From an optimization exercise on the open Yosys and OpenROAD flow, aimed at small area and a short achievable clock period; shortcuts taken in it are not production practice.
Where RTL was checked, it was by simulation tests only, not by an equivalence proof against the original.
Power is estimated from default activity; no workload was simulated.

==> 10-03: inputs <==
==> flow/design.v <==
package data_mem_responder_pkg;
   localparam int ADDR_W_DEF = 6;
   localparam int DATA_W_DEF = 32;
   localparam int TAP_STEP   = 3;
endpackage
import data_mem_responder_pkg::*;
module data_mem_responder_array #(
   parameter int ADDR_W = ADDR_W_DEF,
   parameter int DATA_W = DATA_W_DEF
) (
   input  logic                   clk,
   input  logic [2**ADDR_W-1:0]   we_i,     
   input  logic [2**ADDR_W-1:0]   hold_i,   
   input  logic [DATA_W-1:0]      wdata_i,
   input  logic [2**ADDR_W/2-1:0] rsel_i,   
   output logic [DATA_W-1:0]      rdata_o
);
   localparam int N = 2**ADDR_W;
   logic [DATA_W-1:0] slot_q [N];
   logic [DATA_W-1:0] rd_pos, rd_neg;
   logic              rinv;      
   function automatic logic inverted(input int s);
      inverted = ((s / TAP_STEP + 1) % 2) == 1;
   endfunction
   for (genvar s = 0; s < N; s++) begin : g_slot
      if (s % TAP_STEP == 0) begin : g_tap
         logic [DATA_W-1:0] wd;
         assign wd = inverted(s) ? wdata_i : ~wdata_i;
         always_ff @(posedge clk)
            slot_q[s] <= ~(({DATA_W{we_i[s]}} & wd) | ({DATA_W{hold_i[s]}} & slot_q[(s + N - 1) % N]));
      end else begin : g_pass
         always_ff @(posedge clk)
            slot_q[s] <= slot_q[(s + N - 1) % N];
      end
   end
   always_comb begin
      rd_pos = '0;
      rd_neg = '0;
      rinv   = 1'b0;
      for (int k = 0; k < N/2; k++)
         if (inverted(2*k)) begin
            rd_neg = rd_neg | (slot_q[2*k] & {DATA_W{rsel_i[k]}});
            rinv   = rinv | rsel_i[k];
         end else begin
            rd_pos = rd_pos | (slot_q[2*k] & {DATA_W{rsel_i[k]}});
         end
   end
   assign rdata_o = rd_pos | ({DATA_W{rinv}} & ~rd_neg);
endmodule
import data_mem_responder_pkg::*;
module data_mem_responder #(
   parameter int ADDR_W      = ADDR_W_DEF,
   parameter int DATA_W      = DATA_W_DEF,
   parameter int WAIT_CYCLES = 2
) (
   input  logic                 clk,
   input  logic                 rst,
   input  logic                 req,
   input  logic                 we,
   input  logic [ADDR_W+1:0]    addr,
   input  logic [DATA_W-1:0]    wdata,
   output logic [DATA_W-1:0]    rdata,
   output logic                 ack,
   output logic                 err,
   output logic                 busy
);
   localparam int N = 2**ADDR_W;
   logic              busy_q, w1_q, ack_q, err_q;
   logic              we_q, mis_q;
   logic              st_q;        
   logic              pend_q;      
   logic [ADDR_W-1:0] phase_q, pos_q, pos_d;
   logic [ADDR_W-1:0] posn_q;          
   logic [N-1:0]      hit, nhit;
   logic              anyhit;
   logic [N/2-1:0]    rsel_q, rsel_d;  
   logic [DATA_W-1:0] buf_q;
   logic [DATA_W-1:0] rdata_q, ring_rdata;
   logic              accept, done, wr;
   assign accept = req & ~busy_q;
   assign done   = req & rst & w1_q;                  
   assign wr     = (done & st_q) | pend_q;            
   data_mem_responder_array #(.ADDR_W(ADDR_W), .DATA_W(DATA_W)) u_array (
      .clk     (clk),
      .we_i    (hit & {N{wr}}),
      .hold_i  (nhit | {N{~wr}}),
      .wdata_i (buf_q),
      .rsel_i  (rsel_q),
      .rdata_o (ring_rdata)
   );
   assign pos_d = accept ? (addr[ADDR_W+1:2] + phase_q) : (pos_q + 1'b1);
   always_comb begin
      anyhit = 1'b0;
      for (int s = 0; s < N; s++) begin
         hit[s]  = (s % TAP_STEP == 0) && (pos_q == ADDR_W'(s - 1));
         nhit[s] = !((s % TAP_STEP == 0) && (posn_q == ~ADDR_W'(s - 1)));
         anyhit  = anyhit | hit[s];
      end
      for (int k = 0; k < N/2; k++)
         rsel_d[k] = (pos_d == ADDR_W'(2*k));
   end
   always_ff @(posedge clk) begin
      phase_q  <= phase_q + 1'b1;
      pos_q    <= pos_d;
      posn_q   <= ~pos_d;
      rsel_q   <= rsel_d;
      pend_q   <= wr & ~anyhit;
      if (accept) begin
         we_q  <= we;
         mis_q <= (addr[1:0] != 2'b00);
         buf_q <= wdata;
      end else if (!we_q) begin
         buf_q <= ring_rdata;
      end
   end
   always_ff @(posedge clk) begin
      if (!rst) begin
         busy_q  <= 1'b0;
         w1_q    <= 1'b0;
         ack_q   <= 1'b0;
         st_q    <= 1'b0;
         err_q   <= 1'b0;
         rdata_q <= '0;
      end else begin
         busy_q <= req;
         w1_q   <= req & busy_q & ~w1_q & ~ack_q;
         ack_q  <= req & (w1_q | ack_q);
         st_q   <= req & (accept ? (we & (addr[1:0] == 2'b00)) : (st_q & ~w1_q & ~ack_q));
         if (done) begin
            err_q <= mis_q;
            if (mis_q) rdata_q <= '0;
            else if (!we_q) rdata_q <= pos_q[0] ? buf_q : ring_rdata;
         end else if (ack_q && !req) begin
            err_q <= 1'b0;
         end
      end
   end
   assign ack   = ack_q;
   assign busy  = busy_q;
   assign err   = err_q;
   assign rdata = rdata_q;
endmodule
==> flow/run.sh <==
#!/bin/bash
# synth_recipe.tcl (not shown) runs the flow's synth.tcl, then flattens the netlist and writes it again
# the make line also repeats each setting of config.mk as NAME=value (left out here)
make -C /OpenROAD-flow-scripts/flow DESIGN_CONFIG=/design/flow/config.mk WORK_HOME=/design/flow/orfs CLKGATE_MAP_FILE= SYNTH_SCRIPT=/design/flow/synth_recipe.tcl finish
==> flow/config.mk <==
export PLATFORM = sky130hd
export DESIGN_NAME = data_mem_responder
export DESIGN_NICKNAME = data_mem_responder
export VERILOG_FILES = /design/flow/design.v
export SDC_FILE = /design/flow/constraint.sdc
export NUM_CORES = 4
export LEC_CHECK = 0
export CAP_MARGIN = 20
export CORE_MARGIN = 2
export CORE_UTILIZATION = 60
export SETUP_SLACK_MARGIN = 2.3
export SLEW_MARGIN = 20
==> flow/constraint.sdc <==
create_clock -name core_clock -period 4.5 [get_ports {clk}]
set_input_delay 0.9000 -clock core_clock [delete_from_list [all_inputs] [get_ports {clk}]]
set_output_delay 0.9000 -clock core_clock [all_outputs]
set_load 0.01 [all_outputs]
==> inputs of 05-09, as changes to 10-03 <==
--- a/flow/design.v
+++ b/flow/design.v
@@ -14,4 +14,5 @@
    input  logic [DATA_W-1:0]      wdata_i,
    input  logic [2**ADDR_W/2-1:0] rsel_i,   
+   input  logic                   rinv_i,   
    output logic [DATA_W-1:0]      rdata_o
 );
@@ -19,5 +20,4 @@
    logic [DATA_W-1:0] slot_q [N];
    logic [DATA_W-1:0] rd_pos, rd_neg;
-   logic              rinv;      
    function automatic logic inverted(input int s);
       inverted = ((s / TAP_STEP + 1) % 2) == 1;
@@ -37,14 +37,9 @@
       rd_pos = '0;
       rd_neg = '0;
-      rinv   = 1'b0;
       for (int k = 0; k < N/2; k++)
-         if (inverted(2*k)) begin
-            rd_neg = rd_neg | (slot_q[2*k] & {DATA_W{rsel_i[k]}});
-            rinv   = rinv | rsel_i[k];
-         end else begin
-            rd_pos = rd_pos | (slot_q[2*k] & {DATA_W{rsel_i[k]}});
-         end
+         if (inverted(2*k)) rd_neg = rd_neg | (slot_q[2*k] & {DATA_W{rsel_i[k]}});
+         else               rd_pos = rd_pos | (slot_q[2*k] & {DATA_W{rsel_i[k]}});
    end
-   assign rdata_o = rd_pos | ({DATA_W{rinv}} & ~rd_neg);
+   assign rdata_o = rd_pos | ({DATA_W{rinv_i}} & ~rd_neg);
 endmodule
 import data_mem_responder_pkg::*;
@@ -72,13 +67,29 @@
    logic [ADDR_W-1:0] phase_q, pos_q, pos_d;
    logic [ADDR_W-1:0] posn_q;          
+   logic [ADDR_W-1:0] hpos_q, hpos_d;  
+   logic              ld_ring_q, ld_buf_q;  
+   logic              g_ring, g_buf, g_hold;
    logic [N-1:0]      hit, nhit;
    logic              anyhit;
    logic [N/2-1:0]    rsel_q, rsel_d;  
+   logic              rinv_q, rinv_d;
    logic [DATA_W-1:0] buf_q;
    logic [DATA_W-1:0] rdata_q, ring_rdata;
    logic              accept, done, wr;
+   function automatic logic inverted(input int s);
+      inverted = ((s / TAP_STEP + 1) % 2) == 1;
+   endfunction
+   function automatic logic [N-1:0] rinv_table(input int n);
+      logic [N-1:0] t;
+      for (int s = 0; s < n; s++) t[s] = (s % 2 == 0) && (((s / TAP_STEP + 1) % 2) == 1);
+      rinv_table = t;
+   endfunction
+   localparam logic [N-1:0] RINV = rinv_table(N);
    assign accept = req & ~busy_q;
    assign done   = req & rst & w1_q;                  
    assign wr     = (done & st_q) | pend_q;            
+   assign g_ring = done & ld_ring_q;
+   assign g_buf  = done & ld_buf_q;
+   assign g_hold = ~done | (we_q & ~mis_q);
    data_mem_responder_array #(.ADDR_W(ADDR_W), .DATA_W(DATA_W)) u_array (
       .clk     (clk),
@@ -87,16 +98,19 @@
       .wdata_i (buf_q),
       .rsel_i  (rsel_q),
+      .rinv_i  (rinv_q),
       .rdata_o (ring_rdata)
    );
-   assign pos_d = accept ? (addr[ADDR_W+1:2] + phase_q) : (pos_q + 1'b1);
+   assign pos_d  = accept ? (addr[ADDR_W+1:2] + phase_q) : (pos_q + 1'b1);
+   assign hpos_d = accept ? (addr[ADDR_W+1:2] + (phase_q + 1'b1)) : (pos_q + 2'd2);
    always_comb begin
       anyhit = 1'b0;
       for (int s = 0; s < N; s++) begin
-         hit[s]  = (s % TAP_STEP == 0) && (pos_q == ADDR_W'(s - 1));
-         nhit[s] = !((s % TAP_STEP == 0) && (posn_q == ~ADDR_W'(s - 1)));
+         hit[s]  = (s % TAP_STEP == 0) && (hpos_q == ADDR_W'(s));
+         nhit[s] = !((s % TAP_STEP == 0) && (~posn_q == ADDR_W'(s - 1)));
          anyhit  = anyhit | hit[s];
       end
       for (int k = 0; k < N/2; k++)
          rsel_d[k] = (pos_d == ADDR_W'(2*k));
+      rinv_d = RINV[pos_d];
    end
    always_ff @(posedge clk) begin
@@ -104,5 +118,9 @@
       pos_q    <= pos_d;
       posn_q   <= ~pos_d;
+      hpos_q   <= hpos_d;
+      ld_ring_q <= ~mis_q & ~we_q & pos_q[0];
+      ld_buf_q  <= ~mis_q & ~we_q & ~pos_q[0];
       rsel_q   <= rsel_d;
+      rinv_q   <= rinv_d;
       pend_q   <= wr & ~anyhit;
       if (accept) begin
@@ -127,8 +145,8 @@
          ack_q  <= req & (w1_q | ack_q);
          st_q   <= req & (accept ? (we & (addr[1:0] == 2'b00)) : (st_q & ~w1_q & ~ack_q));
+         rdata_q <= ({DATA_W{g_ring}} & ring_rdata) | ({DATA_W{g_buf}} & buf_q) |
+                    ({DATA_W{g_hold}} & rdata_q);
          if (done) begin
             err_q <= mis_q;
-            if (mis_q) rdata_q <= '0;
-            else if (!we_q) rdata_q <= pos_q[0] ? buf_q : ring_rdata;
          end else if (ack_q && !req) begin
             err_q <= 1'b0;
Settings changed: CAP_MARGIN 20 to 30, CORE_UTILIZATION 60 to 40, CTS_CLUSTER_DIAMETER set to 100, CTS_CLUSTER_SIZE set to 24, SETUP_SLACK_MARGIN 2.3 to 2.4, SLEW_MARGIN 20 to 30.
==> comparison table <==
item                                                                              10-03      05-09
Number of optimization iterations in the first detailed-route pass                    7          6
Final Non-Filler Cells                                                             6334       6762
Buffer count from post-CTS setup fixing                                              96         81
GR met1 Demand/Resource                                                           61.6%      37.4%
Clock Network Area Fraction                                                       9.53%      4.07%
Maximum cell stage delay along the critical path                                 550 ps     410 ps
Net count, final                                                                   4926       4874
Distinct cell type count of the synthesized netlist                                  67         66
Crit-path max FO                                                                      5          2
Final critical path time including I/O delays and setup                         2270 ps    2170 ps
Gpl congestion                                                                    0.835      0.866
Worst slack at placement                                                         677 ps     739 ps
Via density per instance                                                           6.77       5.94
Result of the run                                              timing/DRC/antenna clean  timing/DRC/antenna clean
Share of the final layout cell area in multi-input gates                          21.1%      21.8%
Multi-input combinational cell area                                           15100 µm²  14700 µm²
Number of design-rule violations left by the first detailed-router iteration       7030       5922
Number of instances in the synthesized netlist                                     4690       4712
Switching part of the total power                                                 25.6%      25.6%
Transition time of the tightest slew-check pin                                  1110 ps    1050 ps
FP Rows                                                                             115        140
PostCTS Resize Cnt                                                                  338        413
Share of the yosys chip area belonging to registers                               74.1%      74.9%
Total design power                                                             41500 µW   33000 µW
GR Util All Layers                                                                44.7%      28.3%
The RTL of 10-03 was laid out without a check of its function.

## re-timing with driven ports
Ports are ideal in the flow. The routed layouts listed here were re-timed in OpenROAD.
Step 1, drivers: a clkbuf_16 drives clk and a buf_2 each remaining input, both assumed.
Step 2 times the ports against the registers' clock, not the clock port: input delays grow and output delays shrink by t, the midpoint of the rising clock arrivals with the driver on.
Slacks: ideal / step 1 / step 2; pairs: ideal / step 1.
run	shift t [ns]	slack for setup (ns)	latest minus earliest clock arrival (ns)	pins driven straight from the clock port
10-03	0.865	2.230 / 2.230 / 1.513	0.033 / 0.033	1
05-09	0.815	2.332 / 2.252 / 1.569	0.044 / 0.044	1
After both steps every run listed still meets setup and hold. The setup slack of 05-09, which loses most, moves by -0.080 ns with the drivers and by -0.763 ns with both steps.
